From an optimization exercise on the open Yosys and OpenROAD flow, aimed at small area; shortcuts taken in it are not production practice. Only simulation tests tie the RTL to the original design; equivalence was not proved. Power figures rest on the tool's default switching activity, not on a simulated workload.

### run.sh
#!/bin/bash
# synth_recipe.tcl (not shown) runs the flow's synth.tcl, then flattens the netlist and writes it again
# the make line also repeats each setting of config.mk as NAME=value (left out here)
make -C /OpenROAD-flow-scripts/flow DESIGN_CONFIG=/design/flow/config.mk WORK_HOME=/design/flow/orfs CLKGATE_MAP_FILE= SYNTH_SCRIPT=/design/flow/synth_recipe.tcl finish
### constraint.sdc
create_clock -name core_clock -period 5.0 [get_ports {CLK}]
set_input_delay 1.0000 -clock core_clock [delete_from_list [all_inputs] [get_ports {CLK}]]
set_output_delay 1.0000 -clock core_clock [all_outputs]
set_load 0.01 [all_outputs]
### design.v
`default_nettype none
package frameGenPkg;
  localparam int BYTE_W   = 8;
  localparam int STAMP_W  = 24;   
  localparam int FRAMES_W = 8;    
  localparam int PCNT_W   = 13;   
  localparam int TS_W     = 6;    
  localparam int FIFO_AF_LEVEL = 240;   
  localparam logic [39:0] HIT_RECORD = {
    2'b00,      
    5'd4,       
    7'd28,      
    13'h1555,   
    13'h00E0    
  };
endpackage
`default_nettype wire
`timescale 1ns/1ps
`default_nettype none
import frameGenPkg::*;
module burstTimer (
  input  wire                 CLK,
  input  wire                 RST,
  input  wire                 nimIn,
  input  wire                 regTrigger,
  output logic                nimOut,
  output logic                startPulse,
  output logic [STAMP_W-1:0]  eventNumber,
  output logic [TS_W-1:0]     stamp
);
  logic              armed;
  logic [PCNT_W-1:0] periodCnt;
  logic [PCNT_W-1:0] periodInc;
  logic              tsValid;
  assign armed     = nimIn | regTrigger;
  assign periodInc = periodCnt + 1'b1;
  always_ff @(posedge CLK) begin
    if (RST) nimOut <= 1'b0;
    else     nimOut <= armed;
  end
  always_ff @(posedge CLK) begin
    if (RST || !armed || periodCnt[PCNT_W-1]) periodCnt <= '0;
    else                                      periodCnt <= periodInc;
  end
  always_ff @(posedge CLK) begin
    if (RST || !armed)                     eventNumber <= '0;
    else if (periodInc[PCNT_W-1] && !periodCnt[PCNT_W-1]) eventNumber <= eventNumber + 1'b1;
  end
  assign startPulse = armed && periodCnt[PCNT_W-1];
  always_ff @(posedge CLK) begin
    if (RST || !armed)   tsValid <= 1'b0;
    else if (startPulse) tsValid <= 1'b1;
  end
  assign stamp = tsValid ? periodInc[PCNT_W-1:7] : '0;
endmodule
`default_nettype wire
`timescale 1ns/1ps
`default_nettype none
import frameGenPkg::*;
module frameBuilder (
  input  wire                 CLK,
  input  wire                 RST,
  input  wire                 startPulse,
  input  wire  [FRAMES_W-1:0] frameCount,
  input  wire                 almostFull,
  output logic                wrEn,         
  output logic                burstStart,   
  output logic                frameStart,   
  output logic                footerStart,  
  output logic                frameEnd,     
  output logic                lastFrame
);
  logic                busy;
  logic [3:0]          grp;       
  logic [3:0]          idx;       
  logic [FRAMES_W-1:0] framesLeft;
  logic                stepEn;
  assign stepEn      = !almostFull;
  assign lastFrame   = (framesLeft == FRAMES_W'(1));
  assign wrEn        = busy && stepEn;
  assign burstStart  = !busy && stepEn && startPulse && (frameCount != '0);
  assign frameStart  = wrEn && grp == 4'd0 && idx == 4'd0;
  assign footerStart = wrEn && grp == 4'd9 && idx == 4'd0;
  assign frameEnd    = wrEn && grp == 4'd9 && idx == 4'd9;
  always_ff @(posedge CLK) begin
    if (RST) begin
      busy <= 1'b0;
      grp  <= '0;
      idx  <= '0;
    end else if (burstStart) begin
      busy       <= 1'b1;
    end else if (wrEn) begin
      if (idx == 4'd9) begin
        idx <= '0;
        if (grp == 4'd9) begin
          grp <= '0;
          if (lastFrame) busy <= 1'b0;
        end else begin
          grp <= grp + 1'b1;
        end
      end else begin
        idx <= idx + 1'b1;
      end
    end
  end
  always_ff @(posedge CLK) begin
    if (burstStart)    framesLeft <= frameCount;
    else if (frameEnd) framesLeft <= framesLeft - 1'b1;
  end
endmodule
`default_nettype wire
`timescale 1ns/1ps
`default_nettype none
import frameGenPkg::*;
module txByteFifo (
  input  wire                CLK,
  input  wire                RST,
  input  wire                wrEn,
  input  wire                burstStart,
  input  wire                frameStart,
  input  wire                footerStart,
  input  wire  [STAMP_W-1:0] eventNumber,
  input  wire                lastFrame,
  input  wire  [TS_W-1:0]    stamp,
  input  wire                txFull,
  output logic               almostFull,
  output logic               txWr,
  output logic [BYTE_W-1:0]  txData
);
  logic [STAMP_W-1:0] evMem   [4];
  logic               lastMem [4];
  logic [TS_W-1:0]    tsMem   [4];
  logic [1:0] evWr, frWr, evRd, frRd;
  logic [3:0] grp, idx;
  logic [7:0] count;
  logic       doRd;
  assign doRd       = !txFull && (count != '0);
  assign almostFull = (count[7:4] == 4'hF);
  always_ff @(posedge CLK) begin
    if (burstStart)  evMem[evWr]   <= eventNumber;
    if (frameStart)  lastMem[frWr] <= lastFrame;
    if (footerStart) tsMem[frWr]   <= stamp;
  end
  always_ff @(posedge CLK) begin
    if (RST) begin
      evWr  <= 2'd0;
      frWr  <= '0;
      count <= '0;
    end else begin
      if (burstStart) evWr <= evWr + 1'b1;
      if (footerStart) frWr <= frWr + 1'b1;
      case ({wrEn, doRd})
        2'b10:   count <= count + 1'b1;
        2'b01:   count <= count - 1'b1;
        default: count <= count;
      endcase
    end
  end
  logic               curLast;
  logic [STAMP_W-1:0] curEv;
  logic [TS_W-1:0]    curTs;
  logic [BYTE_W-1:0]  rdByte;
  logic [2:0]         recIdx;
  assign curLast = lastMem[frRd];
  assign curEv   = evMem[evRd];
  assign curTs   = tsMem[frRd];
  assign recIdx  = (idx >= 4'd5) ? 3'(idx - 4'd5) : idx[2:0];
  always_comb begin
    rdByte = '0;
    if (grp == 4'd0 || grp == 4'd9) begin
      case (idx)
        4'd0: rdByte = (grp == 4'd9) ? 8'hEA : 8'hAA;
        4'd1: rdByte = 8'h80;
        4'd3: rdByte = {((grp == 4'd9) ? curTs : 6'd0), 1'b0, curEv[23]};
        4'd4: rdByte = curEv[22:15];
        4'd5: rdByte = curEv[14:7];
        4'd6: rdByte = {curEv[6:0], curLast};
        4'd9: rdByte = 8'h10;
        default: rdByte = 8'h00;
      endcase
    end else begin
      rdByte = frameGenPkg::HIT_RECORD[(3'd4 - recIdx)*8 +: 8];
    end
  end
  always_ff @(posedge CLK) begin
    if (RST) begin
      evRd <= '0;
      frRd <= '0;
      grp  <= '0;
      idx  <= '0;
    end else if (doRd) begin
      if (idx == 4'd9) begin
        idx <= '0;
        if (grp == 4'd9) begin
          grp  <= '0;
          frRd <= frRd + 1'b1;
          if (curLast) evRd <= evRd + 1'b1;
        end else begin
          grp <= grp + 1'b1;
        end
      end else begin
        idx <= idx + 1'b1;
      end
    end
  end
  always_ff @(posedge CLK) begin
    if (RST) txWr <= 1'b0;
    else     txWr <= doRd;
  end
  always_ff @(posedge CLK) begin
    if (doRd) txData <= rdByte;
  end
endmodule
`default_nettype wire
`timescale 1ns/1ps
`default_nettype none
import frameGenPkg::*;
module frameSource (
  input  wire                 CLK,
  input  wire                 RST,
  input  wire                 nimIn,
  input  wire                 regTrigger,
  input  wire  [FRAMES_W-1:0] frameCount,
  input  wire                 txFull,
  output wire                 nimOut,
  output wire                 txWr,
  output wire  [BYTE_W-1:0]   txData
);
  wire               startPulse;
  wire [STAMP_W-1:0] eventNumber;
  wire [TS_W-1:0]    stamp;
  wire wrEn, burstStart, frameStart, footerStart, frameEnd, lastFrame;
  wire almostFull;
  burstTimer i_burstTimer (
    .CLK         (CLK),
    .RST         (RST),
    .nimIn       (nimIn),
    .regTrigger  (regTrigger),
    .nimOut      (nimOut),
    .startPulse  (startPulse),
    .eventNumber (eventNumber),
    .stamp       (stamp)
  );
  frameBuilder i_frameBuilder (
    .CLK         (CLK),
    .RST         (RST),
    .startPulse  (startPulse),
    .frameCount  (frameCount),
    .almostFull  (almostFull),
    .wrEn        (wrEn),
    .burstStart  (burstStart),
    .frameStart  (frameStart),
    .footerStart (footerStart),
    .frameEnd    (frameEnd),
    .lastFrame   (lastFrame)
  );
  txByteFifo i_txByteFifo (
    .CLK         (CLK),
    .RST         (RST),
    .wrEn        (wrEn),
    .burstStart  (burstStart),
    .frameStart  (frameStart),
    .footerStart (footerStart),
    .eventNumber (eventNumber),
    .lastFrame   (lastFrame),
    .stamp       (stamp),
    .txFull      (txFull),
    .almostFull  (almostFull),
    .txWr        (txWr),
    .txData      (txData)
  );
endmodule
`default_nettype wire
### config.mk
export PLATFORM = sky130hd
export DESIGN_NAME = frameSource
export DESIGN_NICKNAME = frameSource
export VERILOG_FILES = /design/flow/design.v
export SDC_FILE = /design/flow/constraint.sdc
export NUM_CORES = 4
export LEC_CHECK = 0
export CAP_MARGIN = 20
export CORE_MARGIN = 2
export CORE_UTILIZATION = 40
export SLEW_MARGIN = 20
==> impl_results.md, run 1 <==
- Reg clk slew, reported paths: 0.06 ns
- Max Cap Violations: 0
- Final Hold Violating Endpoints: 0
- Number of global-route vias before repair: 5728
- Leakage: 3.82 nW
- GRT Total Usage: 14.3%
- Layout fillers: 2212
- Hpwl dp: 11900 um
- Sink Count: 217
- VDD IR max: 0.000253 V
- Antenna-violating nets left: 0
- Worst setup EP type: register
- Nets@finish: 842
- Main combinational cell family by area after synthesis: simple AND/OR/NAND/NOR gates
- Placer Congestion: 0.770
- RSZ-0062 raised after global routing: false
- Syn Nets: 814
- CTS tree: yes
- Die Wd: approximately 160 um
- Sequential-to-total area share from yosys stat: 58.9%
- Synth Area per Inst: between 10 and 15 um^2
- Max incr delay on CP: 0.47 ns
- CTS Buffer Depth: 3
- XOR/XNOR share of the synthesized area: 4.94%
- Crit Path Max Fanout: 18
- Clock insertion delay at the later pin of the skew report: 0.50 ns
- Clk_skew: 0.0131 ns
- Post-route setup TNS: 0 ns
- DRC: 0
- Slew Limit Fails: 0
- TritonCTS buffer count: 23
- H-tree Lvls: 1
- Mapped Cells: 774
- Hold buffers post-CTS: 0
- Crit path DAT: 3.56 ns
- Post-synth EDFFs: 140
- Max Clk Rate: about 310 MHz
- Drt total wl: 18100 um
- Critical path's top delay family: compound AO/OA/AOI/OAI gates
- Cell Rows: 57
- # IOs: 23
- Buffer and inverter count on the worst path: 2
- Drt pass-1 iters: 4
- Worst Path Required: 5.38 ns
- Layout cell share with drive strength beyond 1: between 10% and 20%
- Final setup viols: 0
- Area grow syn2layout: 14.3%
- Drt wl/cell: 15.8 um
- CTS resizes: 0
- FF+latch area: 0.00575 mm^2
- Status: complete, no violations
- Ys flop type: edfxtp_1
- DR iter-0 viols: roughly 500
- Mux share of post-synthesis cell area: 8.04%
- Area of the multi-input gates: 0.00375 mm^2
- Synth Area in Simple Gates: 15.9%
- Vias/cell: 5.12
- Fin crit share: 63.6%
- Post-Synth Adder-Cell Area: under 10%
- Commonest cells after routing, fill and taps aside: 140 x edfxtp_1, 97 x nor2_1, 77 x dfxtp_1
- Routed via count: 5842
- Die ar.: 0.0257 mm^2
- Synth async-reset ratio: 0%
- FF+latch count, synth: ~220
- Post-Syn Area: around 0.0098 mm^2
- Area of the core: 0.0241 mm^2
- Ant. Diodes: 0
- Initial Utilization: 40.5%
- Slew margin rel.: 46.7%
- P per Cell Area: 338 mW/mm^2
- Root buffer cell: clkbuf_16
- CP cell instances: clkdlybuf4s50_1 > a21oi_2 > buf_4 > ha_1 > ha_1 > a211oi_1 > o211ai_1 > a211oi_1 > a31oi_1 > mux2_1
- Setup WS post-layout: ~1.8 ns
- First-pass GRT wire length: 29800 um
- Port bufs: 22
- WS Path Type: primary input to register
- Crit-path slowest cell: clkdlybuf4s50_1
- Antenna violations before repair: 0
- Die Ht: 160 um
- Most common cell after layout, fill and taps aside: edfxtp_1
- Placement-stage worst setup slack: 1.29 ns
- Final min period: 3.18 ns
- Largest net degree at the start of global routing: 40
- Synth cell types: between 70 and 80
- Tightest Hold Check Type: register to register
- Compound-gate portion of the synthesized area: 5.83%
- YS warnings: 3
- Post-CTS setup buffers: 0
- Worst slew pin tran: 0.797 ns
- Worst setup SP type: primary input
- GRT Residual Overflow: 0
==> cell families after synthesis <==
kind of cell    count (synthesis)
xor+xnor                       55
buf+inv                        61
flops                         217
compound gates                 88
fa+ha+maj                      27
mux                            49
simple gates                  277
==> final timing paths <==
path,from,endpoint,slack [ns],cells past startpoint
setup / recovery,txFull,i_txByteFifo.count[7],1.82,10
hold / removal,i_burstTimer.periodCnt[12],i_burstTimer.tsValid,0.47,2
setup reg to reg,i_txByteFifo.idx[1],i_txByteFifo.txData[7],1.90,11
hold reg to reg,i_burstTimer.periodCnt[12],i_burstTimer.tsValid,0.47,2
==> power breakdown <==
group	switching, W	total [W]	internal, W
clock network	0.000671	0.00186	0.00119
logic	0.0000180	0.0000308	0.0000128
registers	0.00000199	0.00189	0.00189
==> synthesized netlist by cell type, types with 4 or more instances <==
cell      number  area (um^2)
and2_1         4         25.0
o211ai_1       5         37.5
mux2_2        14          158
nor2_1       101          379
nor3_1        13         65.1
buf_2          9         45.0
o21ai_1        7         35.0
nor3b_1        4         30.0
dfxtp_1       77         1540
and3_1         6         37.5
and2_2         4         30.0
clkbuf_1      12         45.0
nand2_1       32          120
a22oi_1        5         37.5
a211oi_1       4         30.0
nor3_2         5         50.1
and4_1         5         43.8
mux4_2        22          495
xor2_1        29          254
a31oi_1        4         25.0
inv_1         31          116
nand3_1       25          125
or3_1          8         50.1
o21ai_0       11         55.1
ha_1          26          325
nand4_1       22          138
a21oi_1       29          145
mux2i_1       12          120
edfxtp_1     140         4200
buf_6          4         45.0
nor2b_1       16          100
xnor2_1       26          228
==> registers in the layout, indices dropped and copies added, names as in the netlist, named ones only <==
| register | count |
|---|---|
| i_txByteFifo.count | 8 |
| i_txByteFifo.evMem | 96 |
| i_txByteFifo.lastMem | 4 |
| i_frameBuilder.framesLeft | 8 |
| i_txByteFifo.tsMem | 24 |
| i_burstTimer.eventNumber | 24 |
| i_txByteFifo.txWr | 1 |
| i_txByteFifo.frWr | 2 |
| i_frameBuilder.grp | 4 |
| i_txByteFifo.evRd | 2 |
| i_txByteFifo.idx | 4 |
| i_burstTimer.tsValid | 1 |
| i_txByteFifo.txData | 8 |
| i_burstTimer.nimOut | 1 |
| i_burstTimer.periodCnt | 13 |
| i_txByteFifo.frRd | 2 |
| i_frameBuilder.idx | 4 |
| i_frameBuilder.busy | 1 |
| i_txByteFifo.grp | 4 |
| i_txByteFifo.evWr | 2 |
==> per-stage QoR <==
| stage | cells | area [um^2] | hold WS, ns | total power, W | utilization (%) |
|---|---|---|---|---|---|
| floorplan | 774 | 9760 | 0.434 | 0.00194 | - |
| global placement | 1101 | 10300 | 0.440 | 0.00196 | 42.8 |
| detailed placement | 1101 | 10300 | 0.465 | 0.00196 | 42.8 |
| CTS | 1142 | 11200 | 0.479 | 0.00382 | 46.3 |
| global route | 1142 | 11200 | 0.500 | 0.00390 | 46.3 |
| finish | 1142 | 11200 | 0.473 | 0.00377 | 46.3 |
==> layer usage <==
layer	GRT usage, %	part of all wire, %	up-vias
met5	0	0	-
met4	3.24	1.4	0
met2	23.8	47	93
met3	1.69	4.1	22
met1	20.2	48	2819
li1	-	-	2908
==> worst register-to-register path, delay by kind of cell, from the launching register on <==
family	cells	cell delay (ns)
simple gates	2	0.57
flops	1	0.46
buf+inv	2	0.24
compound gates	4	0.81
fa+ha+maj	2	0.62
xor+xnor	1	0.21
==> area by class of cell <==
| type | instances | share of cell area, % |
|---|---|---|
| Sequential cell | 217 | 51.5 |
| Timing Repair Buffer | 33 | 2.72 |
| Inverter | 31 | 1.04 |
| Clock inverter | 12 | 1.94 |
| Clock buffer | 29 | 5.54 |
| Multi-Input combinational cell | 496 | 33.6 |
| Tap cell | 324 | 3.64 |
==> inputs of run 2 (changes only) <==
--- a/design.v
+++ b/design.v
@@ -139,5 +139,10 @@
   always_ff @(posedge CLK) begin
-    if (burstStart)  evMem[evWr]   <= eventNumber;
-    if (frameStart)  lastMem[frWr] <= lastFrame;
-    if (footerStart) tsMem[frWr]   <= stamp;
+    if (burstStart)  evMem[evWr] <= eventNumber;
+    if (footerStart) tsMem[frWr] <= stamp;
+  end
+  always_ff @(posedge CLK) begin
+    for (int i = 0; i < 4; i++) begin
+      if (RST && i == 3)                      lastMem[i] <= 1'b1;
+      else if (frameStart && frWr == 2'(i))   lastMem[i] <= lastFrame;
+    end
   end
@@ -145,3 +150,3 @@
     if (RST) begin
-      evWr  <= 2'd0;
+      evWr  <= '0;
       frWr  <= '0;
@@ -161,3 +166,2 @@
   logic [TS_W-1:0]    curTs;
-  logic [BYTE_W-1:0]  rdByte;
   logic [2:0]         recIdx;
@@ -168,16 +172,16 @@
   always_comb begin
-    rdByte = '0;
+    txData = '0;
     if (grp == 4'd0 || grp == 4'd9) begin
       case (idx)
-        4'd0: rdByte = (grp == 4'd9) ? 8'hEA : 8'hAA;
-        4'd1: rdByte = 8'h80;
-        4'd3: rdByte = {((grp == 4'd9) ? curTs : 6'd0), 1'b0, curEv[23]};
-        4'd4: rdByte = curEv[22:15];
-        4'd5: rdByte = curEv[14:7];
-        4'd6: rdByte = {curEv[6:0], curLast};
-        4'd9: rdByte = 8'h10;
-        default: rdByte = 8'h00;
+        4'd0: txData = (grp == 4'd9) ? 8'hEA : 8'hAA;
+        4'd1: txData = 8'h80;
+        4'd3: txData = {((grp == 4'd9) ? curTs : 6'd0), 1'b0, curEv[23]};
+        4'd4: txData = curEv[22:15];
+        4'd5: txData = curEv[14:7];
+        4'd6: txData = {curEv[6:0], curLast};
+        4'd9: txData = 8'h10;
+        default: txData = 8'h00;
       endcase
     end else begin
-      rdByte = frameGenPkg::HIT_RECORD[(3'd4 - recIdx)*8 +: 8];
+      txData = frameGenPkg::HIT_RECORD[(3'd4 - recIdx)*8 +: 8];
     end
@@ -186,6 +190,6 @@
     if (RST) begin
-      evRd <= '0;
-      frRd <= '0;
-      grp  <= '0;
-      idx  <= '0;
+      evRd <= 2'd3;
+      frRd <= 2'd3;
+      grp  <= 4'd9;
+      idx  <= 4'd9;
     end else if (doRd) begin
@@ -208,5 +212,2 @@
     else     txWr <= doRd;
-  end
-  always_ff @(posedge CLK) begin
-    if (doRd) txData <= rdByte;
   end
--- a/config.mk
+++ b/config.mk
@@ -9,3 +9,3 @@
 export CORE_MARGIN = 2
-export CORE_UTILIZATION = 40
+export CORE_UTILIZATION = 70
 export SLEW_MARGIN = 20
==> impl_results.md, run 2 <==
- Status: complete, no violations
- Worst Setup SP: i_txByteFifo.idx[0]
- Worst setup SP type: register
- Sequential-to-total area share from yosys stat: 58.9% (about the same)
- Final Hold Violating Endpoints: 0 (unchanged)
- RR Endpoint: i_txByteFifo.count[7]
- R2R depth: 10 (-1)
- Hold buffers post-CTS: 0 (unchanged)
- Reg clk slew, reported paths: 0.06 ns (about the same)
- Slew margin rel.: 33.6% (-13 points)
- Placer Congestion: 0.837 (+8.7%)
- Sink Count: 209 (-3.7%)
- Die Ht: 119 um (-25%)
- Syn Nets: 805 (-1.1%)
- Die ar.: 0.0143 mm^2 (-44%)
- Worst setup EP type: primary output
- Area of the core: 0.0131 mm^2 (-45%)
- Fin crit share: 95.9% (+32 points)
- Most flop-heavy register: i_txByteFifo.evMem
- Buffer and inverter count on the worst path: 3 (+1)
- Hold depth: 1 (-1)
- Crit path DAT: 3.79 ns (+0.23 ns)
- Port bufs: 22 (unchanged)
- P per Cell Area: 450 mW/mm^2 (+33%)
- R2r startpoint: i_txByteFifo.count[7]
- Tightest Hold Check Type: register to register
- Endpoint, Worst Hold: i_burstTimer.periodCnt[0]
- Post-synth EDFFs: 131 (-6.4%)
- Root buffer cell: clkbuf_16
- Placement-stage worst setup slack: 0.269 ns (-1.02 ns)
- Ys flop type: edfxtp_1
- Top Registers: i_txByteFifo.evMem: 96 flops, i_burstTimer.eventNumber: 24 flops, i_txByteFifo.tsMem: 24 flops
- Ant. Diodes: 0 (unchanged)
- GRT Residual Overflow: 0 (unchanged)
- Max Cap Violations: 0 (unchanged)
- Synth cell types: 63 (-14%)
- Final min period: 4.79 ns (+1.61 ns)
- Largest cells by area after synthesis: edfxtp_1 42%, dfxtp_1 17%, mux4_2 6.3%
- WS Path Type: register to primary output
- Commonest cells after routing, fill and taps aside: 131 x edfxtp_1, 77 x nor2_1, 77 x dfxtp_1
- Post-Syn Area: 0.00933 mm^2 (-4.4%)
- Max incr delay on CP: 0.60 ns (+0.13 ns)
- GRT Total Usage: 28.5% (+14 points)
- Most common cell after layout, fill and taps aside: edfxtp_1
- Max reg flops: 96 (unchanged)
- Grt met2 use: 48.8% (+25 points)
- Synth Area per Inst: 12.3 um^2 (-2.8%)
- Total Power: 0.00468 W (+24%)
- Crit Path Max Fanout: 9 (-9)
- Die Wd: 119 um (-25%)
- FF+latch count, synth: 209 (-3.7%)
- CTS Buffer Depth: 3 (unchanged)
- Drt total wl: 19800 um (+9.4%)
- Number of global-route vias before repair: 6086 (+6.3%)
- H-tree Lvls: 1 (unchanged)
- Clk_skew: 0.00997 ns (-0.00310 ns)
- Critical path's top delay family: buffers and inverters
- Antenna violations before repair: 0 (unchanged)
- Count leader, synth: edfxtp_1
- Cell Rows: 42 (-26%)
- Drt wl/cell: 20.2 um (+28%)
- Met3 Usage GRT: 3.54% (+1.9 points)
- First-pass GRT wire length: 31700 um (+6.3%)
- Routed via count: 6138 (+5.1%)
- DR iter-0 viols: 653 (+31%)
- Post-route setup TNS: 0 ns (unchanged)
- Final instance area: 0.0104 mm^2 (-6.8%)
- Layout cell share with drive strength beyond 1: 11.2% (-3.3 points)
- Largest net degree at the start of global routing: 35 (-13%)
- Drt pass-1 iters: 5 (+1)
- Top cells by count, synth: 131 x edfxtp_1, 81 x nor2_1, 78 x dfxtp_1
- Met1 Use GR: 39.2% (+19 points)
- Synth async-reset ratio: 0% (unchanged)
- CP cell instances: inv_1 > ha_1 > nand2b_1 > a21oi_2 > xnor2_2 > inv_1 > ha_1 > nor3b_4 > or3_1 > o211ai_1 > o311ai_0 > clkdlybuf4s50_1
- Hold Path Origin: i_burstTimer.periodCnt[0]
- Top cell type's share of synthesized area: 42.2% (-0.91 points)
- R2R Setup Slk: 1.43 ns (-0.47 ns)
- Worst Path Required: 4.00 ns (-1.38 ns)
- Nets@finish: 832 (-1.2%)
- Hpwl dp: 13200 um (+11%)
- Vias/cell: 6.28 (+23%)
- Leakage: 3.68 nW (-3.7%)
- Clock insertion delay at the later pin of the skew report: 0.48 ns (-0.02 ns)
- YS warnings: 4 (+1)
- RSZ-0062 raised after global routing: false
- DRC: 0 (unchanged)
- Max Clk Rate: 209 MHz (-34%)
- Slew Limit Fails: 0 (unchanged)
- Mapped Cells: 761 (-1.7%)
- Final setup viols: 0 (unchanged)
- # IOs: 23 (unchanged)
- Synth area leader: edfxtp_1
- VDD IR max: 0.000298 V (+18%)
- Area grow syn2layout: 11.4%
- TritonCTS buffer count: 21 (-8.7%)
- Layout Cells excl Fill: 978 (-14%)
- Antenna-violating nets left: 0 (unchanged)
- Crit-path slowest cell: clkdlybuf4s50_1
- Initial Utilization: 71.0% (+31 points)
- Worst slew pin tran: 0.994 ns (+0.197 ns)
- DP Area: 0.00976 mm^2 (-5.4%)
- CTS tree: yes
- Global route hottest layer: met2
- Setup WS post-layout: 0.206 ns (-1.61 ns)
- Dpl cells: 941 (-15%)
-- run 2: cell count changes after synthesis, moves of 10 or more --
cell and change:
inv_1 +10, mux2_2 -14, nand3_1 -10, nand4_1 -12, nor2_1 -20
-- run 2: kinds of logic (layout without fill, tap and decap cells) --
kind of cell	after synthesis	in the layout	share of synthesized area [%]
buf+inv	72	113	3.00
xor+xnor	49	49	4.60
simple gates	254	254	14.0
flops	209	209	58.9
compound gates	104	104	7.23
mux	42	42	7.99
fa+ha+maj	31	31	4.24
-- run 2: timing repair --
item                       4_1_cts  5_1_grt
resized for setup                2        4
setup endpoints to repair        3        2
setup buffers                    0        0
-- run 2: worst reg2reg max path, cell delays in order, from the launching register on --
cell,delay (ns)
dfxtp_1,0.37
nor4_1,0.32
a21o_1,0.37
inv_1,0.23
ha_1,0.38
ha_1,0.34
a211oi_1,0.31
o21ai_0,0.18
or3_1,0.40
o211ai_1,0.10
or4b_1,0.45
-- run 2: through the flow --
| step | hold WS, ns | utilization (%) |
|---|---|---|
| floorplan | 0.434 | - |
| global placement | 0.442 | 74.3 |
| detailed placement | 0.459 | 74.3 |
| CTS | 0.478 | 79.0 |
| global route | 0.499 | 79.1 |
| finish | 0.475 | 79.1 |
-- run 2: layout make-up --
cell class | instances | area, um^2
fill | 796 | 2750
clock buffer | 32 | 587
multi-input combinational | 480 | 3590
inverter | 41 | 154
tap | 176 | 220
clock inverter | 5 | 23.8
sequential | 209 | 5500
timing repair buffer | 35 | 318
-- run 2: worst max-delay path by stage --
stage	depth (start not counted)	to	slack [ns]
after floorplan	12	txData[6]	1.01
after global placement	12	txData[6]	0.49
after detailed placement	12	txData[6]	0.27
after CTS	12	txData[6]	0.02
after global routing	12	txData[6]	0.03
final	12	txData[6]	0.21
-- run 2: where the power goes --
part	switching, W	internal [W]	leakage (nW)
combinational	0.000692	0.000570	1.53
sequential	0.000122	0.00188	1.84
clock	0.000603	0.000807	0.301
total	0.00142	0.00326	3.68
-- run 2: layer usage --
layer	routed length [um]	vias up	part of all wire (%)
met5	0	-	0
met4	413	0	2.1
met3	1250	37	6.3
met2	9900	227	50
met1	8210	3006	42
li1	-	2868	-
==> inputs of run 3 (changes only) <==
--- a/config.mk
+++ b/config.mk
@@ -10,2 +10,3 @@
 export CORE_UTILIZATION = 70
+export CTS_BUF_LIST = sky130_fd_sc_hd__clkbuf_4
 export SLEW_MARGIN = 20
==> impl_results.md, run 3 <==
- RSZ-0062 raised after global routing: false
- Placer Congestion: 0.837 (unchanged)
- R2R Setup Slk: 1.46 ns (+0.03 ns)
- Drt pass-1 iters: 5 (unchanged)
- Worst setup EP type: primary output
- Crit path DAT: 3.80 ns (about the same)
- Crit-path slowest cell: clkdlybuf4s50_1
- Die ar.: 0.0143 mm^2 (unchanged)
- Hold depth: 2 (+1)
- Post-synth EDFFs: 131 (unchanged)
- Final setup viols: 0 (unchanged)
- Final Hold Violating Endpoints: 0 (unchanged)
- Synth async-reset ratio: 0% (unchanged)
- # IOs: 23 (unchanged)
- Worst setup SP type: register
- Clk pwr share: 28.8% (-1.3 points)
- Buffer and inverter count on the worst path: 3 (unchanged)
- DRC: 0 (unchanged)
- Worst slew pin tran: 0.975 ns (-0.0182 ns)
- Area of the core: 0.0131 mm^2 (unchanged)
- Largest cells by area after synthesis: edfxtp_1 42%, dfxtp_1 17%, mux4_2 6.3%
- Most flop-heavy register: i_txByteFifo.evMem
- Net Sw Frac: 32.3% (+1.9 points)
- Comb pwr share: 27.4% (+0.4 points)
- Drt total wl: 19600 um (-1.1%)
- Post-route setup TNS: 0 ns (unchanged)
- Cell Rows: 42 (unchanged)
- DR iter-0 viols: 546 (-16%)
- Top cells by count, synth: 131 x edfxtp_1, 81 x nor2_1, 78 x dfxtp_1
- Vias/cell: 6.12 (-2.5%)
- P per Cell Area: 440 mW/mm^2 (-2.2%)
- Hold Slack: 0.466 ns (-0.00913 ns)
- Sink Count: 209 (unchanged)
- CP cell instances: inv_1 > ha_1 > nand2b_1 > a21oi_2 > xnor2_2 > inv_1 > ha_1 > nor3b_4 > nand2_1 > a31o_2 > o22ai_1 > clkdlybuf4s50_1
- Max incr delay on CP: 0.58 ns (-0.02 ns)
- TritonCTS buffer count: 51 (+140%)
- Syn Nets: 805 (unchanged)
- RR Endpoint: i_txByteFifo.count[7]
- Mapped Cells: 761 (unchanged)
- Die Wd: 119 um (unchanged)
- GRT Total Usage: 28.6% (+0.13 points)
- Slew margin rel.: 34.8% (+1.2 points)
- Hold Path Origin: i_burstTimer.periodCnt[12]
- Synth Area per Inst: 12.3 um^2 (unchanged)
- Commonest cells after routing, fill and taps aside: 131 x edfxtp_1, 77 x nor2_1, 77 x dfxtp_1
- Nets@finish: 862 (+3.6%)
- GRT Residual Overflow: 0 (unchanged)
- Setup WS post-layout: 0.199 ns (-0.00668 ns)
- FF+latch count, synth: 209 (unchanged)
- R2r startpoint: i_txByteFifo.count[7]
- H-tree Lvls: 2 (+1)
- Reg clk slew, reported paths: 0.06 ns (about the same)
- WS Path Type: register to primary output
- Antenna violations before repair: 1 (+1)
- Status: complete, no violations
- Synth area leader: edfxtp_1
- Drt wl/cell: 18.8 um (-6.9%)
- Post-CTS setup buffers: 0 (unchanged)
- Routed via count: 6351 (+3.5%)
- Leakage: 3.75 nW (+1.9%)
- Top cell type's share of synthesized area: 42.2% (unchanged)
- CTS tree: yes
- VDD IR max: 0.000254 V (-15%)
- Fin crit share: 96.0% (+0.13 points)
- Max Clk Rate: 208 MHz (-0.14%)
- Max reg flops: 96 (unchanged)
- Clock insertion delay at the later pin of the skew report: 0.66 ns (+0.18 ns)
- Slew Limit Fails: 0 (unchanged)
- Synth cell types: 63 (unchanged)
- Crit Path Max Fanout: 9 (unchanged)
- First-pass GRT wire length: 31600 um (-0.35%)
- Critical path's top delay family: buffers and inverters
- Largest net degree at the start of global routing: 35 (unchanged)
- Hpwl dp: 13200 um (unchanged)
- Tightest Hold Check Type: register to register
- Clk_skew: 0.0270 ns (+0.0171 ns)
- Initial Utilization: 71.0% (unchanged)
- Die Ht: 119 um (unchanged)
- Endpoint, Worst Hold: i_burstTimer.tsValid
- Worst Path Required: 4.00 ns (about the same)
- Internal power: 0.00310 W (-4.8%)
- Register share of total power: 43.7% (+0.8 points)
- Placement-stage worst setup slack: 0.269 ns (unchanged)
- Top Registers: i_txByteFifo.evMem: 96 flops, i_burstTimer.eventNumber: 24 flops, i_txByteFifo.tsMem: 24 flops
- Layout cell share with drive strength beyond 1: 15.8% (+4.6 points)
- Port bufs: 22 (unchanged)
- R2R depth: 10 (unchanged)
- Final min period: 4.80 ns (+0.00668 ns)
- CTS Buffer Depth: 3 (unchanged)
- Most common cell after layout, fill and taps aside: edfxtp_1
- Post-Syn Area: 0.00933 mm^2 (unchanged)
- Count leader, synth: edfxtp_1
- Number of global-route vias before repair: 6358 (+4.5%)
- Total Power: 0.00458 W (-2.0%)
- Hold buffers post-CTS: 0 (unchanged)
- YS warnings: 4 (unchanged)
- NetSw: 0.00148 W (+4.3%)
- Max Cap Violations: 0 (unchanged)
- Ys flop type: edfxtp_1
- Antenna-violating nets left: 0 (unchanged)
- Sequential-to-total area share from yosys stat: 58.9% (unchanged)
- Area grow syn2layout: 11.6%
- Root buffer cell: clkbuf_4
-- run 3: cell counts after synthesis --
No cell type changed its count.
-- run 3: how the worst max path moves through the flow --
stage                 to  cells past startpoint                 from  slack, ns
2_1_floorplan  txData[6]                     12  i_txByteFifo.idx[1]       1.01
3_3_place_gp   txData[6]                     12  i_txByteFifo.idx[1]       0.49
3_5_place_dp   txData[6]                     12  i_txByteFifo.idx[1]       0.27
4_1_cts        txData[7]                     12  i_txByteFifo.idx[1]       0.14
5_1_grt        txData[7]                     12  i_txByteFifo.idx[0]       0.02
6_report       txData[7]                     12  i_txByteFifo.idx[0]       0.20
-- run 3: per-layer routing --
metal | track usage [%] | vias up | routed length [um]
met5 | 0 | - | 0
li1 | - | 2972 | -
met3 | 5.08 | 43 | 1260
met2 | 48.4 | 225 | 9810
met1 | 37.1 | 3111 | 8040
met4 | 11.0 | 0 | 440
-- run 3: worst reg2reg max path, delay by kind of cell (launching register included) --
family / cells / cell delay (ns)
AOI/OAI and AO/OA: 4 / 0.96
adders and majority gates: 2 / 0.71
buffers and inverters: 1 / 0.23
DFF: 1 / 0.37
and+or+nand+nor: 3 / 1.15
-- run 3: cells by family after synthesis --
logic type	count (synthesis)	synth area share, %
muxes	42	7.99
adders and majority gates	31	4.24
DFF	209	58.9
xor gates and xnor gates	49	4.60
buffers and inverters	72	3.00
and+or+nand+nor	254	14.0
AOI/OAI and AO/OA	104	7.23
-- run 3: cell type report --
| class | instances | area, um^2 |
|---|---|---|
| inverter | 41 | 154 |
| timing repair buffer | 35 | 317 |
| antenna | 1 | 2.50 |
| fill | 820 | 2720 |
| clock inverter | 26 | 108 |
| sequential | 209 | 5500 |
| tap | 176 | 220 |
| clock buffer | 70 | 526 |
| multi-input combinational | 480 | 3590 |
-- run 3: power groups by stage --
stage | clock, W | combinational, W | sequential [W]
6_report | 0.00132 | 0.00126 | 0.00200
4_1_cts | 0.00135 | 0.00123 | 0.00200
5_1_grt | 0.00143 | 0.00136 | 0.00201
3_3_place_gp | 0 | 0.00115 | 0.00203
2_1_floorplan | 0 | 0.000910 | 0.00197
3_5_place_dp | 0 | 0.00121 | 0.00203
-- run 3: per-stage QoR --
stage / cells / instance area (um^2) / utilization [%]
floorplan: 761 / 9330 / -
global placement: 941 / 9760 / 74.3
detailed placement: 941 / 9760 / 74.3
CTS: 1037 / 10400 / 79.2
global route: 1038 / 10400 / 79.3
finish: 1038 / 10400 / 79.3
-- run 3: repair_timing --
action / 4_1_cts / 5_1_grt
resized for setup: 5 / 2
endpoints found under the setup margin: 3 / 3
gates cloned: 0 / 0
pin swaps: 0 / 0
==> inputs of run 4 (changes only) <==
--- a/config.mk
+++ b/config.mk
@@ -9,4 +9,3 @@
 export CORE_MARGIN = 2
-export CORE_UTILIZATION = 70
-export CTS_BUF_LIST = sky130_fd_sc_hd__clkbuf_4
+export CORE_UTILIZATION = 40
 export SLEW_MARGIN = 20
==> impl_results.md, run 4 <==
- Area grow syn2layout: 14.6%
- Layout cell share with drive strength beyond 1: 11.7% (-4.1 points)
- Crit path DAT: 3.73 ns (-0.07 ns)
- Drt pass-1 iters: 4 (-1)
- Post-CTS setup buffers: 0 (unchanged)
- Hold depth: 2 (unchanged)
- Mapped Cells: 761 (unchanged)
- Hpwl dp: 12100 um (-8.8%)
- GRT Residual Overflow: 0 (unchanged)
- Port bufs: 22 (unchanged)
- VDD IR max: 0.000225 V (-11%)
- DR iter-0 viols: 373 (-32%)
- Number of global-route vias before repair: 5782 (-9.1%)
- TritonCTS buffer count: 23 (-55%)
- Routed via count: 5790 (-8.8%)
- Most common cell after layout, fill and taps aside: edfxtp_1
- Die Wd: 157 um (+31%)
- CTS tree: yes
- Nets@finish: 837 (-2.9%)
- Tightest Hold Check Type: register to register
- Die Ht: 157 um (+31%)
- Most flop-heavy register: i_txByteFifo.evMem
- Worst Path Required: 4.00 ns (about the same)
- WS Path Type: register to primary output
- Largest net degree at the start of global routing: 34 (-2.9%)
- Final setup viols: 0 (unchanged)
- Status: complete, no violations
- Die ar.: 0.0246 mm^2 (+72%)
- Vias/cell: 5.16 (-16%)
- Max reg flops: 96 (unchanged)
- Top cells by count, synth: 131 x edfxtp_1, 81 x nor2_1, 78 x dfxtp_1
- GRT Total Usage: 15.4% (-13 points)
- Antenna-violating nets left: 0 (unchanged)
- H-tree Lvls: 1 (-1)
- Slew Limit Fails: 0 (unchanged)
- CTS Buffer Depth: 3 (unchanged)
- Synth area leader: edfxtp_1
- Initial Utilization: 41.0% (-30 points)
- Max Cap Violations: 0 (unchanged)
- Synth async-reset ratio: 0% (unchanged)
- Clk_skew: 0.0128 ns (-0.0143 ns)
- RSZ-0062 raised after global routing: false
- Fin crit share: 94.6% (-1.5 points)
- Worst setup EP type: primary output
- Ys flop type: edfxtp_1
- Placer Congestion: 0.823 (-1.7%)
- Slew margin rel.: 44.2% (+9.4 points)
- Commonest cells after routing, fill and taps aside: 131 x edfxtp_1, 78 x dfxtp_1, 77 x nor2_1
- Ant. Diodes: 0 (-1)
- Largest cells by area after synthesis: edfxtp_1 42%, dfxtp_1 17%, mux4_2 6.3%
- FF+latch count, synth: 209 (unchanged)
- Sequential-to-total area share from yosys stat: 58.9% (unchanged)
- Cell Rows: 55 (+31%)
- Synth cell types: 63 (unchanged)
- Post-Syn Area: 0.00933 mm^2 (unchanged)
- First-pass GRT wire length: 30000 um (-4.8%)
- Clock insertion delay at the later pin of the skew report: 0.50 ns (-0.16 ns)
- Count leader, synth: edfxtp_1
- Final Hold Violating Endpoints: 0 (unchanged)
- Top cell type's share of synthesized area: 42.2% (unchanged)
- Synth Area per Inst: 12.3 um^2 (unchanged)
- # IOs: 23 (unchanged)
- Worst setup SP type: register
- Worst slew pin tran: 0.831 ns (-0.145 ns)
- Syn Nets: 805 (unchanged)
- Post-synth EDFFs: 131 (unchanged)
- Reg clk slew, reported paths: 0.06 ns (about the same)
- Total Power: 0.00482 W (+5.3%)
- Sink Count: 209 (unchanged)
- Max Clk Rate: 212 MHz (+1.5%)
- Drt total wl: 18100 um (-7.3%)
- DRC: 0 (unchanged)
- Post-route setup TNS: 0 ns (unchanged)
- YS warnings: 4 (unchanged)
- Hold buffers post-CTS: 0 (unchanged)
- P per Cell Area: 451 mW/mm^2 (+2.5%)
- Final min period: 4.73 ns (-0.0728 ns)
- Top Registers: i_txByteFifo.evMem: 96 flops, i_burstTimer.eventNumber: 24 flops, i_txByteFifo.tsMem: 24 flops
- Area of the core: 0.0228 mm^2 (+73%)
- R2R depth: 10 (unchanged)
- Leakage: 3.74 nW (-0.22%)
- Root buffer cell: clkbuf_16
- Crit Path Max Fanout: 9 (unchanged)
- Antenna violations before repair: 0 (-1)
- Drt wl/cell: 16.1 um (-14%)
- Layout fillers: 2026 (+150%)
[run 4: critical path: stages (launching register included)]
cell and delay, ns:
dfxtp_1 0.33, inv_1 0.07, ha_1 0.28, nand2b_1 0.21, a21oi_2 0.25, xnor2_1 0.22, inv_1 0.11, ha_1 0.27
nor3b_2 0.34, or3_1 0.16, o211ai_1 0.10, o311ai_0 0.30, clkdlybuf4s50_1 0.59
[run 4: worst paths after layout]
| path | slack (ns) | end | start |
|---|---|---|---|
| max | 0.27 | txData[6] | i_txByteFifo.idx[1] |
| min | 0.47 | i_burstTimer.tsValid | i_burstTimer.periodCnt[12] |
| max reg2reg | 1.57 | i_txByteFifo.count[7] | i_txByteFifo.count[4] |
| min reg2reg | 0.47 | i_burstTimer.tsValid | i_burstTimer.periodCnt[12] |
[run 4: cell families after synthesis]
family,Yosys count,share of synthesized area (%)
simple gates,254,14.0
flops,209,58.9
compound gates,104,7.23
buf+inv,72,3.00
xor+xnor,49,4.60
mux,42,7.99
fa+ha+maj,31,4.24
[run 4: repair_timing]
item / in CTS / in global routing
resized for setup: 1 / 1
pin swaps: 0 / 0
gates cloned: 0 / 0
setup endpoints to repair: 1 / 1
[run 4: layout make-up]
cell class                      instances  area, um^2  area share, %
Sequential cell                       209        5500           51.4
Multi-Input combinational cell        480        3580           33.5
Clock buffer                           34         637           5.96
Tap cell                              313         392           3.66
Timing Repair Buffer                   38         340           3.18
Inverter                               41         154           1.44
Clock inverter                          8        91.3          0.854
[run 4: where the power goes]
| group | switching (W) | internal (W) | total (W) | leakage [nW] |
|---|---|---|---|---|
| sequential | 0.0000982 | 0.00188 | 0.00198 | 1.84 |
| combinational | 0.000653 | 0.000569 | 0.00122 | 1.54 |
| clock | 0.000636 | 0.000984 | 0.00162 | 0.356 |
| total | 0.00139 | 0.00343 | 0.00482 | 3.74 |
[run 4: layer usage]
layer	wire length [um]	vias up	GRT usage, %
li1	-	2869	-
met1	8770	2809	21.7
met3	769	25	2.55
met4	302	0	3.54
met5	0	-	0
met2	8280	87	25.1
[run 4: through the flow]
| step | setup WS (ns) | hold slack (ns) | utilization [%] | cell area, um^2 | instances |
|---|---|---|---|---|---|
| 2_1_floorplan | 1.01 | 0.434 | - | 9330 | 761 |
| 3_3_place_gp | 0.641 | 0.445 | 43.7 | 9960 | 1081 |
| 3_5_place_dp | 0.501 | 0.454 | 43.7 | 9960 | 1081 |
| 4_1_cts | 0.143 | 0.469 | 46.9 | 10700 | 1123 |
| 5_1_grt | 0.0442 | 0.517 | 46.9 | 10700 | 1123 |
| 6_report | 0.272 | 0.470 | 46.9 | 10700 | 1123 |
==> inputs of run 5 (changes only) <==
--- a/design.v
+++ b/design.v
@@ -44,5 +44,12 @@
   end
-  always_ff @(posedge CLK) begin
-    if (RST || !armed)                     eventNumber <= '0;
-    else if (periodInc[PCNT_W-1] && !periodCnt[PCNT_W-1]) eventNumber <= eventNumber + 1'b1;
+  logic evShift;
+  logic evCarry;
+  assign evShift = !periodCnt[PCNT_W-1] && (&periodCnt[11:5]) && (periodCnt[4] || periodCnt[3]);
+  always_ff @(posedge CLK) begin
+    if (RST || !armed)  eventNumber <= '0;
+    else if (evShift)   eventNumber <= {eventNumber[0] ^ evCarry, eventNumber[STAMP_W-1:1]};
+  end
+  always_ff @(posedge CLK) begin
+    if (evShift) evCarry <= evCarry & eventNumber[0];
+    else         evCarry <= 1'b1;
   end
--- a/config.mk
+++ b/config.mk
@@ -9,3 +9,3 @@
 export CORE_MARGIN = 2
-export CORE_UTILIZATION = 40
+export CORE_UTILIZATION = 70
 export SLEW_MARGIN = 20
==> impl_results.md, run 5 <==
- Tightest Hold Check Type: register to register
- Top cell type's share of synthesized area: 42.6% (+0.42 points)
- Antenna violations before repair: 0 (unchanged)
- CTS tree: yes
- Post-Syn Area: 0.00924 mm^2 (-0.99%)
- Final instance area: 0.0104 mm^2 (-3.1%)
- Final setup viols: 0 (unchanged)
- Initial Utilization: 72.3% (+31 points)
- Synth area leader: edfxtp_1
- Max reg flops: 96 (unchanged)
- Antenna-violating nets left: 0 (unchanged)
- GRT Residual Overflow: 0 (unchanged)
- Post-CTS setup buffers: 0 (unchanged)
- Leakage: 3.67 nW (-1.8%)
- Area grow syn2layout: 12.2%
- Mapped Cells: 748 (-1.7%)
- DP Area: 0.00964 mm^2 (-3.2%)
- Largest net degree at the start of global routing: 50 (+47%)
- Hold depth: 1 (-1)
- DR iter-0 viols: 649 (+74%)
- Synth async-reset ratio: 0% (unchanged)
- Drt wl/cell: 19.8 um (+23%)
- Most common cell after layout, fill and taps aside: edfxtp_1
- Hold Path Origin: i_burstTimer.periodCnt[0]
- Most flop-heavy register: i_txByteFifo.evMem
- Slew Limit Fails: 0 (unchanged)
- Commonest cells after routing, fill and taps aside: 131 x edfxtp_1, 79 x dfxtp_1, 68 x nand2_1
- CTS resizes: 0 (-1)
- Post-route setup TNS: 0 ns (unchanged)
- Clk_skew: 0.0199 ns (+0.00709 ns)
- Crit path DAT: 3.68 ns (-0.05 ns)
- R2R Setup Slk: 1.69 ns (+0.12 ns)
- P per Cell Area: 336 mW/mm^2 (-25%)
- Cell Rows: 41 (-25%)
- Slew margin rel.: 42.4% (-1.8 points)
- Vias/cell: 6.34 (+23%)
- Crit-path slowest cell: clkdlybuf4s50_1
- RSZ-0062 raised after global routing: false
- Post-synth EDFFs: 131 (unchanged)
- Sink Count: 210 (+0.48%)
- Placer Congestion: 0.925 (+12%)
- Routed via count: 6095 (+5.3%)
- Synth Area per Inst: 12.3 um^2 (+0.73%)
- Fin crit share: 93.6% (-1.0 points)
- CTS Buffer Depth: 3 (unchanged)
- Max Cap Violations: 0 (unchanged)
- Number of global-route vias before repair: 6147 (+6.3%)
- Hpwl dp: 12100 um (+0.27%)
- CP cell instances: inv_1 > ha_1 > nor3b_1 > nor3b_1 > or2_2 > ha_1 > xnor2_1 > a21oi_1 > o31ai_1 > clkdlybuf4s50_1
- Max Clk Rate: 214 MHz (+1.1%)
- Layout Cells excl Fill: 962 (-14%)
- Worst slew pin tran: 0.862 ns (+0.0315 ns)
- Die Wd: 119 um (-24%)
- Ant. Diodes: 0 (unchanged)
- VDD IR max: 0.000300 V (+33%)
- Die ar.: 0.0141 mm^2 (-42%)
- GRT Total Usage: 28.0% (+13 points)
- YS warnings: 4 (unchanged)
- Worst Setup SP: i_txByteFifo.idx[1]
- Layout cell share with drive strength beyond 1: 10.8% (-0.97 points)
- Nets@finish: 818 (-2.3%)
- Reg clk slew, reported paths: 0.06 ns (about the same)
- Die Ht: 119 um (-24%)
- First-pass GRT wire length: 31400 um (+4.4%)
- Layout fillers: 707 (-65%)
- Worst Path Required: 4.00 ns (about the same)
- Dpl cells: 924 (-15%)
- Final Hold Violating Endpoints: 0 (unchanged)
- R2R depth: 10 (unchanged)
- Clock insertion delay at the later pin of the skew report: 0.50 ns (about the same)
- Max incr delay on CP: 0.57 ns (-0.02 ns)
- Root buffer cell: clkbuf_16
- Synth cell types: 66 (+4.8%)
- Sequential-to-total area share from yosys stat: 59.7% (+0.81 points)
- Top cells by count, synth: 131 x edfxtp_1, 79 x dfxtp_1, 68 x nand2_1
- Worst setup EP type: primary output
- Placement-stage worst setup slack: 0.929 ns (+0.428 ns)
- Largest cells by area after synthesis: edfxtp_1 43%, dfxtp_1 17%, mux4_2 5.9%
- Hold Slack: 0.470 ns (+0.000437 ns)
- FF+latch count, synth: 210 (+0.48%)
- WS Path Type: register to primary output
- DRC: 0 (unchanged)
- Hold buffers post-CTS: 0 (unchanged)
- Final min period: 4.68 ns (-0.0500 ns)
- Top Registers: i_txByteFifo.evMem: 96 flops, i_burstTimer.eventNumber: 24 flops, i_txByteFifo.tsMem: 24 flops
- R2r startpoint: i_txByteFifo.count[3]
- Drt total wl: 19000 um (+5.1%)
- Status: complete, no violations
- TritonCTS buffer count: 21 (-8.7%)
- Port bufs: 22 (unchanged)
- Worst setup SP type: register
- Drt pass-1 iters: 8 (+4)
- Area of the core: 0.0128 mm^2 (-44%)
- Count leader, synth: edfxtp_1
- # IOs: 23 (unchanged)
- Ys flop type: edfxtp_1
- Setup WS post-layout: 0.322 ns (+0.0500 ns)
- Syn Nets: 791 (-1.7%)
- Crit Path Max Fanout: 10 (+1)
- H-tree Lvls: 1 (unchanged)
==> run 5: changes by cell type in the layout (fill, tap and decap cells not counted), sizes merged, moves of 8 or more <==
cell	change
xnor2	-11
inv	-13
o21ai	+27
nand3	+24
a21oi	-17
xor2	-8
nand2	+29
nor2	-31
==> run 5: worst max-delay path, delay by kind of cell, from the launching register on <==
kind                       cells  cell delay (ns)
and+or+nand+nor                3             0.86
buffers and inverters          2             0.68
adders and majority gates      2             0.66
DFF                            1             0.44
AOI/OAI and AO/OA              2             0.30
xor gates and xnor gates       1             0.25
==> run 5: area by class of cell <==
cell class	instances	area, um^2	area share, %
Clock buffer	27	558	5.39
Clock inverter	11	163	1.57
Inverter	28	105	1.01
Multi-Input combinational cell	477	3470	33.5
Sequential cell	210	5520	53.2
Tap cell	172	215	2.08
Timing Repair Buffer	37	333	3.21
==> run 5: final timing paths <==
path	end
hold / removal	i_burstTimer.periodCnt[0]
setup / recovery	txData[3]
setup reg to reg	i_txByteFifo.count[7]
hold reg to reg	i_burstTimer.periodCnt[0]
==> run 5: logic make-up after synthesis <==
| logic type | after synthesis | synth area share, % |
|---|---|---|
| DFF | 210 | 59.7 |
| xor gates and xnor gates | 30 | 2.84 |
| buffers and inverters | 61 | 2.86 |
| AOI/OAI and AO/OA | 124 | 8.82 |
| and+or+nand+nor | 250 | 13.7 |
| muxes | 43 | 7.91 |
| adders and majority gates | 30 | 4.14 |
==> run 5: layer usage <==
| metal | vias to the layer above | track usage (%) | share of wire [%] |
|---|---|---|---|
| li1 | 2850 | - | - |
| met1 | 2967 | 37.9 | 41 |
| met2 | 235 | 47.1 | 50 |
| met3 | 43 | 5.17 | 6.9 |
| met4 | 0 | 7.74 | 2.4 |
| met5 | - | 0 | 0 |
==> run 5: per-stage QoR <==
stage	util, %	total power (W)
after detailed placement	75.5	0.00190
after floorplan	-	0.00188
after global routing	81.1	0.00357
after CTS	81.1	0.00350
final	81.1	0.00349
after global placement	75.5	0.00190
==> run 5: power by group <==
part	switching [W]	internal, W	total [W]
logic	0.0000231	0.0000151	0.0000382
registers	0.00000189	0.00182	0.00182
clock network	0.000627	0.000998	0.00163
==> inputs of run 6 (changes only) <==
==> flow/run.sh (new file) <==
#!/bin/bash
# Standard synthesis and layout; only the clock tree options (no dummy
# loads, bigger clusters) and the port buffer cell differ from the standard flow's flow.
set -euo pipefail
bash standard.sh synth > synth.log 2>&1
export CTS_ARGS="-sink_clustering_enable -repair_clock_nets -dont_use_dummy_load ${CTS_OPTS:--buf_list sky130_fd_sc_hd__clkbuf_8 -sink_clustering_size 20 -sink_clustering_max_diameter 60}"
export BUFFER_PORTS_ARGS="-buffer_cell sky130_fd_sc_hd__buf_1"
bash standard.sh > layout.log 2>&1
==> standard.sh (new file) <==
#!/bin/bash
# synth_recipe.tcl (not shown) runs the flow's synth.tcl, then flattens the netlist and writes it again
# the make line also repeats each setting of config.mk as NAME=value (left out here)
make -C /OpenROAD-flow-scripts/flow DESIGN_CONFIG=/design/flow/config.mk WORK_HOME=/design/flow/orfs CLKGATE_MAP_FILE= SYNTH_SCRIPT=/design/flow/synth_recipe.tcl "${@:-finish}"
removed: run.sh
==> impl_results.md, run 6 <==
- Status: complete, no violations
- Buffer and inverter count on the worst path: 2 (unchanged)
- Hold buffers post-CTS: 0 (unchanged)
- Worst Path Required: 4.00 ns (about the same)
- Hpwl dp: 11800 um (-2.1%)
- Commonest cells after routing, fill and taps aside: 131 x edfxtp_1, 79 x dfxtp_1, 68 x nand2_1
- Antenna-violating nets left: 0 (unchanged)
- Area of the core: 0.0128 mm^2 (unchanged)
- Port bufs: 22 (unchanged)
- Max reg flops: 96 (unchanged)
- Top cell type's share of synthesized area: 42.6% (unchanged)
- Sink Count: 210 (unchanged)
- H-tree Lvls: 1 (unchanged)
- Post-synth EDFFs: 131 (unchanged)
- Fin crit share: 84.9% (-8.7 points)
- Drt total wl: 17400 um (-8.7%)
- GRT Residual Overflow: 0 (unchanged)
- Die Wd: 119 um (unchanged)
- Slew Limit Fails: 0 (unchanged)
- Root buffer cell: clkbuf_8
- TritonCTS buffer count: 15 (-29%)
- DRC: 0 (unchanged)
- CTS tree: yes
- Final Hold Violating Endpoints: 0 (unchanged)
- CTS Buffer Depth: 3 (unchanged)
- Tightest Hold Check Type: register to register
- CP cell instances: inv_1 > ha_1 > nor3b_1 > nor3b_1 > or2_2 > ha_1 > or3_1 > o2111ai_1 > buf_1
- Layout fillers: 811 (+15%)
- Crit path DAT: 3.24 ns (-0.44 ns)
- Largest cells by area after synthesis: edfxtp_1 43%, dfxtp_1 17%, mux4_2 5.9%
- Antenna violations before repair: 0 (unchanged)
- Largest net degree at the start of global routing: 51 (+2.0%)
- Cell Rows: 41 (unchanged)
- Synth Area per Inst: 12.3 um^2 (unchanged)
- Leakage: 3.37 nW (-8.2%)
- Mapped Cells: 748 (unchanged)
- Hold Slack: 0.481 ns (+0.0107 ns)
- Max Clk Rate: 236 MHz (+10%)
- Critical path's top delay family: simple AND/OR/NAND/NOR gates
- Syn Nets: 791 (unchanged)
- RSZ-0062 raised after global routing: false
- Top Registers: i_txByteFifo.evMem: 96 flops, i_burstTimer.eventNumber: 24 flops, i_txByteFifo.tsMem: 24 flops
- Initial Utilization: 72.3% (unchanged)
- CTS resizes: 0 (unchanged)
- DR iter-0 viols: 681 (+4.9%)
- WS Path Type: register to primary output
- Number of global-route vias before repair: 5618 (-8.6%)
- Post-route setup TNS: 0 ns (unchanged)
- Synth cell types: 66 (unchanged)
- # IOs: 23 (unchanged)
- Nets@finish: 811 (-0.86%)
- First-pass GRT wire length: 28700 um (-8.6%)
- Most common cell after layout, fill and taps aside: edfxtp_1
- Synth area leader: edfxtp_1
- Placer Congestion: 0.858 (-7.3%)
- Crit-path slowest cell: dfxtp_1
- Clk_skew: 0.0535 ns (+0.0336 ns)
- Clock insertion delay at the later pin of the skew report: 0.50 ns (about the same)
- Layout Cells excl Fill: 938 (-2.5%)
- Ys flop type: edfxtp_1
- Most flop-heavy register: i_txByteFifo.evMem
- Max Cap Violations: 0 (unchanged)
- Final min period: 4.24 ns (-0.434 ns)
- Slew margin rel.: 28.2% (-14 points)
- Vias/cell: 6.20 (-2.1%)
- Ant. Diodes: 0 (unchanged)
- Sequential-to-total area share from yosys stat: 59.7% (unchanged)
- FF+latch count, synth: 210 (unchanged)
- Layout cell share with drive strength beyond 1: 8.88% (-1.9 points)
- YS warnings: 4 (unchanged)
- Synth async-reset ratio: 0% (unchanged)
- VDD IR max: 0.000289 V (-3.8%)
- Worst setup EP type: primary output
- Crit Path Max Fanout: 10 (unchanged)
- Final setup viols: 0 (unchanged)
- Top cells by count, synth: 131 x edfxtp_1, 79 x dfxtp_1, 68 x nand2_1
- GRT Total Usage: 25.5% (-2.5 points)
- Routed via count: 5818 (-4.5%)
- Die Ht: 119 um (unchanged)
- Max incr delay on CP: 0.42 ns (-0.15 ns)
- Post-CTS setup buffers: 0 (unchanged)
- Worst setup SP type: register
- Dpl cells: 923 (-0.11%)
- Post-Syn Area: 0.00924 mm^2 (unchanged)
- Drt wl/cell: 18.5 um (-6.4%)
- Setup WS post-layout: 0.756 ns (+0.434 ns)
- Drt pass-1 iters: 5 (-3)
- Placement-stage worst setup slack: 1.30 ns (+0.373 ns)
- P per Cell Area: 268 mW/mm^2 (-20%)
- Count leader, synth: edfxtp_1
- Worst slew pin tran: 1.07 ns (+0.212 ns)
- Die ar.: 0.0141 mm^2 (unchanged)
- Reg clk slew, reported paths: 0.11 ns (+0.05 ns)
- Area grow syn2layout: 5.03%
## run 6: changes by cell type in the layout (fill, tap and decap cells not counted)
cell             previous run  this run
clkbuf_16                  21         0
clkbuf_1                    5         0
clkinv_1                    2         0
clkinv_2                    2         0
clkbuf_8                    1        15
clkinv_4                    1         0
inv_6                       1         0
buf_4                      15        14
clkdlybuf4s50_1            22         0
bufinv_16                   4         0
buf_1                       0        22
clkinvlp_4                  1         0
## run 6: worst paths after layout
check,start,cells past startpoint,to,slack (ns)
worst max-delay path,i_txByteFifo.idx[1],9,txData[6],0.76
worst min-delay path,i_burstTimer.periodCnt[0],1,i_burstTimer.periodCnt[0],0.48
worst max register to register,i_txByteFifo.count[4],10,i_txByteFifo.count[7],1.74
worst min register to register,i_burstTimer.periodCnt[0],1,i_burstTimer.periodCnt[0],0.48
## run 6: final cells by class
cell class / count / area, um^2 / area share (%)
Clock buffer: 15 / 206 / 2.13
Inverter: 28 / 105 / 1.08
Multi-Input combinational cell: 477 / 3470 / 35.8
Sequential cell: 210 / 5520 / 56.8
Tap cell: 172 / 215 / 2.22
Timing Repair Buffer: 36 / 188 / 1.93
## run 6: stage by stage
stage,util [%],power (W),area (um^2)
2_1_floorplan,-,0.00188,9240
3_3_place_gp,74.3,0.00189,9500
3_5_place_dp,74.3,0.00189,9500
4_1_cts,76.0,0.00262,9700
5_1_grt,76.0,0.00268,9700
6_report,76.0,0.00260,9700
## run 6: where the power goes
part | total, W | internal (W) | leakage, nW | switching, W
clock | 0.000752 | 0.000272 | 0.108 | 0.000479
combinational | 0.0000299 | 0.00000745 | 1.37 | 0.0000225
sequential | 0.00182 | 0.00182 | 1.89 | 0.00000185
total | 0.00260 | 0.00210 | 3.37 | 0.000504
## run 6: layer usage
metal	vias to the layer above	share of wire (%)	GRT usage (%)
met1	2815	44	36.6
met2	179	49	42.3
met3	21	6.1	3.83
li1	2803	-	-
met5	-	0	0
met4	0	1.7	4.91
## run 6: cell families after synthesis
group	Yosys count	synth area share, %
fa+ha+maj	30	4.14
simple gates	250	13.7
mux	43	7.91
xor+xnor	30	2.84
compound gates	124	8.82
flops	210	59.7
buf+inv	61	2.86
## run 6: worst reg2reg max path, cell delays in order (launching register included)
cell      delay, ns
dfxtp_1        0.36
nor4_1         0.59
a21o_2         0.31
inv_2          0.10
ha_1           0.33
ha_1           0.38
a21o_1         0.19
a31o_2         0.26
o21a_1         0.18
o311ai_0       0.28
o41ai_1        0.13

==> port drivers added, routing unchanged <==
In the flow no input, the clock included, has a driving cell. The finished layouts below were timed again as built, in two steps. Step 1 sets driving cells, clkbuf_16 on the clock port and buf_2 on the other inputs (assumed; they add their load-dependent delay and slew). Step 2 moves the port delays by t, midway between the first and last clock arrival at a register: inputs arrive t later, outputs are due t later. That takes back most of the time a late clock gives input paths. a / b / c = ideal / step 1 / step 2; a / b = the first two.
| run | shift t [ns] | slack for setup (ns) | slew at the worst register clock pin (ns) |
|---|---|---|---|
| run 1 | 0.536 | 1.820 / 1.838 / 1.303 | 0.06 / 0.06 |
| run 2 | 0.520 | 0.206 / 0.164 / 0.684 | 0.06 / 0.06 |
| run 3 | 0.683 | 0.199 / 0.166 / 0.720 | 0.07 / 0.07 |
| run 4 | 0.538 | 0.272 / 0.227 / 0.765 | 0.06 / 0.06 |
| run 5 | 0.530 | 0.322 / 0.278 / 0.808 | 0.06 / 0.06 |
| run 6 | 0.515 | 0.756 / 0.718 / 1.233 | 0.11 / 0.11 |
After both steps setup and hold are still met in every run listed. For run 1, which loses most, drivers alone change the setup slack by +0.018 ns; drivers and shift together by -0.517 ns.
